Source: an optimization exercise on an open RTL-to-GDS flow (aim: a short achievable clock period and few clock cycles per item). Production flows keep margins and buffers that such runs may drop. RTL that was checked went through simulation tests only; none was proved equivalent to the original. Power figures rest on the tool's default switching activity, not on a simulated workload.

==> flow/design.v <==
`default_nettype none
package be_isa_pkg;
  localparam int ARCH_IDX_W = $clog2(8);
  typedef enum logic [2:0]
  {
    OP_ADD  = 3'd0,
    OP_SUB  = 3'd1,
    OP_AND  = 3'd2,
    OP_OR   = 3'd3,
    OP_XOR  = 3'd4,
    OP_ADDI = 3'd5,
    OP_BEQ  = 3'd6,
    OP_BNE  = 3'd7
  } be_op_e;
  typedef struct packed {
    logic [2:0]               op;
    logic [ARCH_IDX_W-1:0]    rd;
    logic [ARCH_IDX_W-1:0]    rs1;
    logic [ARCH_IDX_W-1:0]    rs2;
    logic [15:0]              imm;
    logic [32-1:0] pc;
    logic                     writes_rd;
  } decoded_instr_t;
endpackage
`default_nettype wire
`timescale 1ns/1ps
`default_nettype none
module be_top
(
  input  wire logic                  clk_i,
  input  wire logic                  rst_n_i,
  input  wire logic [2:0]            decoded_op_i,
  input  wire logic [2:0]            decoded_rd_i,
  input  wire logic [2:0]            decoded_rs1_i,
  input  wire logic [2:0]            decoded_rs2_i,
  input  wire logic [15:0]           decoded_imm_i,
  input  wire logic [31:0]           decoded_pc_i,
  input  wire logic                  decoded_writes_rd_i,
  input  wire logic                  decoded_v_i,
  output logic                       rename_decode_ready_o,
  output logic                       be_fe_mispredict_o,
  output logic [31:0]                be_fe_redirected_pc_o,
  output logic                       commit_v_o,
  output logic [2:0]                 commit_rd_o,
  output logic                       commit_writes_o,
  output logic [31:0]                commit_data_o,
  output logic [31:0]                commit_pc_o
);
  logic [31:0] arf_q [8];
  logic        e_v_q;
  logic [2:0]  e_rd_q;
  logic        e_wr_q;
  logic [31:0] e_pc_q;
  logic [15:0] e_imm_q;
  logic [31:0] e_a_q;
  logic [31:0] e_b_q;       
  logic        e_arith_q;   
  logic        e_sub_q;
  logic        e_and_q;
  logic        e_or_q;
  logic        e_xor_q;
  logic        e_beq_q;
  logic        e_bne_q;
  logic        c_v_q;
  logic        c_mp_q;      
  logic        c_rdy_q;     
  logic [2:0]  c_rd_q;
  logic        c_wr_q;
  logic [31:0] c_data_q;
  logic [31:0] c_pc_q;
  logic [31:0] c_target_q;
  logic        fire;
  logic        e_go;
  logic        fwd1;
  logic        fwd2;
  logic        is_addi;
  logic        is_sub;
  logic [31:0] rd1;
  logic [31:0] rd2;
  logic [31:0] imm_in;
  logic [31:0] imm_ext;
  logic [31:0] carry;
  logic [31:0] pg;
  logic [31:0] lres;
  logic [31:0] res0;        
  logic [31:0] res1;        
  logic [31:0] res;
  logic [31:0] a0;
  logic [31:0] a1;
  logic [31:0] b0;
  logic [31:0] b1;
  logic [31:0] bo;
  logic [7:0]  we;
  logic        taken;
  assign rename_decode_ready_o = c_rdy_q;
  assign fire = decoded_v_i && c_rdy_q;
  assign is_addi = (decoded_op_i == be_isa_pkg::OP_ADDI);
  assign is_sub  = (decoded_op_i == be_isa_pkg::OP_SUB);
  assign imm_in  = {{16{decoded_imm_i[15]}}, decoded_imm_i};
  assign fwd1    = e_v_q && e_wr_q && (e_rd_q == decoded_rs1_i);
  assign fwd2    = e_v_q && e_wr_q && (e_rd_q == decoded_rs2_i) && !is_addi;
  assign rd1     = arf_q[decoded_rs1_i];
  assign rd2     = arf_q[decoded_rs2_i];
  function automatic logic [31:0] ks_carry(input logic [31:0] x, input logic [31:0] y,
                                           input logic cin);
    logic [31:0] g;
    logic [31:0] p;
    logic [31:0] gn;
    logic [31:0] pn;
    g  = x & y;
    p  = x | y;
    g[0] = g[0] | (p[0] & cin);
    for (int d = 1; d < 32; d = d * 2)
    begin
      gn = g;
      pn = p;
      for (int i = d; i < 32; i++)
      begin
        gn[i] = g[i] | (p[i] & g[i-d]);
        pn[i] = p[i] & p[i-d];
      end
      g = gn;
      p = pn;
    end
    ks_carry = {g[30:0], cin};
  endfunction
  assign carry = ks_carry(e_a_q, e_b_q, e_sub_q);
  assign pg    = e_a_q ^ e_b_q;
  assign lres  = ({32{e_and_q}} & (e_a_q & e_b_q))
               | ({32{e_or_q}}  & (e_a_q | e_b_q))
               | ({32{e_xor_q}} & pg);
  assign res0  = e_arith_q ? pg  : lres;
  assign res1  = e_arith_q ? ~pg : lres;
  assign res   = (carry & res1) | (~carry & res0);
  assign bo    = is_addi ? imm_in : rd2;
  assign a0    = fwd1 ? res0 : rd1;
  assign a1    = fwd1 ? res1 : rd1;
  assign b0    = (fwd2 ? res0 : bo) ^ {32{is_sub}};
  assign b1    = (fwd2 ? res1 : bo) ^ {32{is_sub}};
  assign taken = (e_beq_q && (e_a_q == e_b_q)) || (e_bne_q && (e_a_q != e_b_q));
  assign e_go = e_v_q && c_rdy_q;
  always_comb
    for (int i = 0; i < 8; i++)
      we[i] = e_go && e_wr_q && (e_rd_q == 3'(i));
  always_ff @(posedge clk_i or negedge rst_n_i)
  begin
    if (!rst_n_i)
    begin
      e_v_q  <= 1'b0;
      c_v_q  <= 1'b0;
      c_mp_q <= 1'b0;
      c_rdy_q <= 1'b0;
      for (int i = 0; i < 8; i++)
        arf_q[i] <= '0;
    end
    else
    begin
      e_v_q  <= fire;
      c_v_q  <= e_go;
      c_mp_q <= e_go && taken;
      c_rdy_q <= !(e_go && taken);
      for (int i = 0; i < 8; i++)
        if (we[i])
          arf_q[i] <= res;
    end
  end
  always_ff @(posedge clk_i)
  begin
    e_rd_q    <= decoded_rd_i;
    e_wr_q    <= decoded_writes_rd_i;
    e_pc_q    <= decoded_pc_i;
    e_imm_q   <= decoded_imm_i;
    e_a_q     <= (carry & a1) | (~carry & a0);
    e_b_q     <= (carry & b1) | (~carry & b0);
    e_arith_q <= (decoded_op_i == be_isa_pkg::OP_ADD) || (decoded_op_i == be_isa_pkg::OP_SUB)
              || (decoded_op_i == be_isa_pkg::OP_ADDI) || (decoded_op_i == be_isa_pkg::OP_BEQ)
              || (decoded_op_i == be_isa_pkg::OP_BNE);
    e_sub_q   <= is_sub;
    e_and_q   <= (decoded_op_i == be_isa_pkg::OP_AND);
    e_or_q    <= (decoded_op_i == be_isa_pkg::OP_OR);
    e_xor_q   <= (decoded_op_i == be_isa_pkg::OP_XOR);
    e_beq_q   <= (decoded_op_i == be_isa_pkg::OP_BEQ);
    e_bne_q   <= (decoded_op_i == be_isa_pkg::OP_BNE);
    c_rd_q     <= e_rd_q;
    c_wr_q     <= e_wr_q;
    c_data_q   <= res;
    c_pc_q     <= e_pc_q;
    c_target_q <= e_pc_q + imm_ext;
  end
  assign imm_ext = {{16{e_imm_q[15]}}, e_imm_q};
  assign be_fe_mispredict_o    = c_mp_q;
  assign be_fe_redirected_pc_o = c_target_q;
  assign commit_v_o            = c_v_q;
  assign commit_rd_o           = c_rd_q;
  assign commit_writes_o       = c_wr_q;
  assign commit_data_o         = c_data_q;
  assign commit_pc_o           = c_pc_q;
endmodule
`default_nettype wire
Settings: LEC_CHECK=0, ABC_CLOCK_PERIOD_IN_PS=2000, CAP_MARGIN=20, CORE_MARGIN=2, CORE_UTILIZATION=50, PLACE_DENSITY=0.65, SETUP_SLACK_MARGIN=5, SLEW_MARGIN=20; clock period 8.0 ns.
standard.sh (not shown) runs the stock make flow with config.mk's settings and CLKGATE_MAP_FILE= SYNTH_SCRIPT=/design/flow/synth_recipe.tcl, a recipe that flattens the netlist after the stock synthesis.
==> flow/flow/run.sh <==
#!/bin/bash
set -euo pipefail
cd "$(dirname "$0")/.."
bash standard.sh ADDER_MAP_FILE= SETUP_SLACK_MARGIN=5.5 finish > make.log 2>&1
Testbench counts at the start, summed over its fixed seeds: cycles 4,300, items 3,536.
Change:
CORE_UTILIZATION = 40   (was 50)
PLACE_DENSITY = unset   (was 0.65)
=>
- final area increases by a few percent
- sequential power decreases slightly
- final cell count increases by a few percent
- worst hold slack gains 0.018 ns
Change:
==> flow/flow/run.sh (replaced) <==
#!/bin/bash
# Own layout flow: the standard ORFS flow (standard.sh) with changes only to how the
# layout is made; the clock period, IO delays and loads stay as in constraint.sdc:
#  - synthesis leaves adders to ABC instead of mapping them onto full/half adder cells
#    (ADDER_MAP_FILE empty), so the ALU's carry logic can be timing-optimised;
#  - slow high-stack cells (maj3, or3/or4, nor4) are added to the platform's don't-use
#    list, for synthesis and the resizer alike;
set -euo pipefail
cd "$(dirname "$0")/.."
PL=$(make -s -C "$FLOW_HOME" DESIGN_CONFIG="$PWD/config.mk" print-DONT_USE_CELLS | sed -n 's/^DONT_USE_CELLS: //p')
SLOW=""
for c in maj3 or3 or3b or4 or4b or4bb nor4 nor4b nor4bb; do
  for s in 1 2 4; do SLOW="$SLOW sky130_fd_sc_hd__${c}_$s"; done
done
echo "DONT_USE_CELLS=$PL$SLOW" > dont_use.log
bash standard.sh ADDER_MAP_FILE= SETUP_SLACK_MARGIN=5.5 "DONT_USE_CELLS=$PL$SLOW" finish > make.log 2>&1
After rerunning: Total power is lower by 0.51%; worst setup slack improved by 0.088 ns; die area is lower by 0.56%; via count is higher by 1.8%; cell count is lower by 0.85%; wire length is higher by 4.0%; global-route usage is higher by 0.53 points; register-to-register slack improved by 0.02 ns.

Another version of the RTL of be_top (not shown whole).
Size: roughly 2700 cells after synthesis, ~480 flip-flops, about 170 I/O pins, ~0.024 mm² of cells after synthesis.
clock: 8.0 ns
lec_check: 0
abc_clock_period_in_ps: 2000
cap_margin: 20
core_margin: 2
core_utilization: 40
setup_slack_margin: 5
slew_margin: 20
==> flow/flow/run.sh <==
#!/bin/bash
# Own layout flow: the standard ORFS flow (standard.sh) with changes only to how the
# layout is made; the clock period, IO delays and loads stay as in constraint.sdc:
#  - synthesis leaves adders to ABC instead of mapping them onto full/half adder cells
#    (ADDER_MAP_FILE empty), so the ALU's carry logic can be timing-optimised;
#  - slow high-stack cells (maj3, or3/or4, nor4) are added to the platform's don't-use
#    list, for synthesis and the resizer alike;
set -euo pipefail
cd "$(dirname "$0")/.."
PL=$(make -s -C "$FLOW_HOME" DESIGN_CONFIG="$PWD/config.mk" print-DONT_USE_CELLS | sed -n 's/^DONT_USE_CELLS: //p')
SLOW=""
for c in maj3 or3 or3b or4 or4b or4bb nor4 nor4b nor4bb; do
  for s in 1 2 4; do SLOW="$SLOW sky130_fd_sc_hd__${c}_$s"; done
done
echo "DONT_USE_CELLS=$PL$SLOW" > dont_use.log
bash standard.sh ADDER_MAP_FILE= SETUP_SLACK_MARGIN=5.5 "DONT_USE_CELLS=$PL$SLOW" finish > make.log 2>&1
The baseline completed without violations.
Next try:
==> flow/flow/run.sh (replaced) <==
#!/bin/bash
set -euo pipefail
cd "$(dirname "$0")/.."
bash standard.sh ADDER_MAP_FILE= SETUP_SLACK_MARGIN=5.5 finish > make.log 2>&1
Result:
- setup slack loses 0.028 ns
- routed wire length falls by 3.0%
- sequential share of layout area falls by 0.18 points
- via count falls by 0.97%
- utilization rises by 0.40 points
- total power rises by 2.0%
- fmax falls by 0.96%
- register-to-register slack loses 0.03 ns
Function was not checked in any run of this note: the RTL went through the layout flow alone.

[port drivers added, routing unchanged]
No port has a modelled driver above. Below, the same layouts with a new extraction and two added sets of constraints.
Step 1 sets driving cells, clkbuf_16 on the clock port and buf_2 on the other inputs (assumed; they add their load-dependent delay and slew).
Step 2 adds t to the input delays and takes it off the output delays; t is the mean of the earliest and latest rising clock arrival at the registers after step 1. Input paths then give back, and output paths get back, about the clock's delay inside the block.
Slacks: ideal ports / drivers / drivers and shift; pairs: ideal ports / drivers.
| run | t (ns) | setup slack, ns | hold WS [ns] | slew at the worst register clock pin (ns) | worst data-port slew with drivers (ns) |
|---|---|---|---|---|---|
| the first run of note 1 | 0.667 | 5.107 / 5.046 / 4.379 | 0.382 / 0.382 / 0.382 | 0.07 / 0.07 | 0.24 |
| the second run of note 1 | 0.684 | 5.086 / 4.949 / 4.265 | 0.400 / 0.400 / 0.400 | 0.07 / 0.07 | 0.25 |
| the third run of note 1 | 0.676 | 5.174 / 5.101 / 4.424 | 0.364 / 0.364 / 0.364 | 0.08 / 0.08 | 0.25 |
| the first run of note 2 | 0.667 | 5.083 / 5.078 / 4.412 | 0.364 / 0.364 / 0.364 | 0.07 / 0.07 | 0.22 |
| the second run of note 2 | 0.676 | 5.055 / 5.016 / 4.340 | 0.361 / 0.361 / 0.361 | 0.07 / 0.07 | 0.22 |
After both steps every run listed still meets setup and hold. The setup slack of the second run of note 1, which loses most, moves by -0.137 ns with the drivers and by -0.821 ns with both steps.
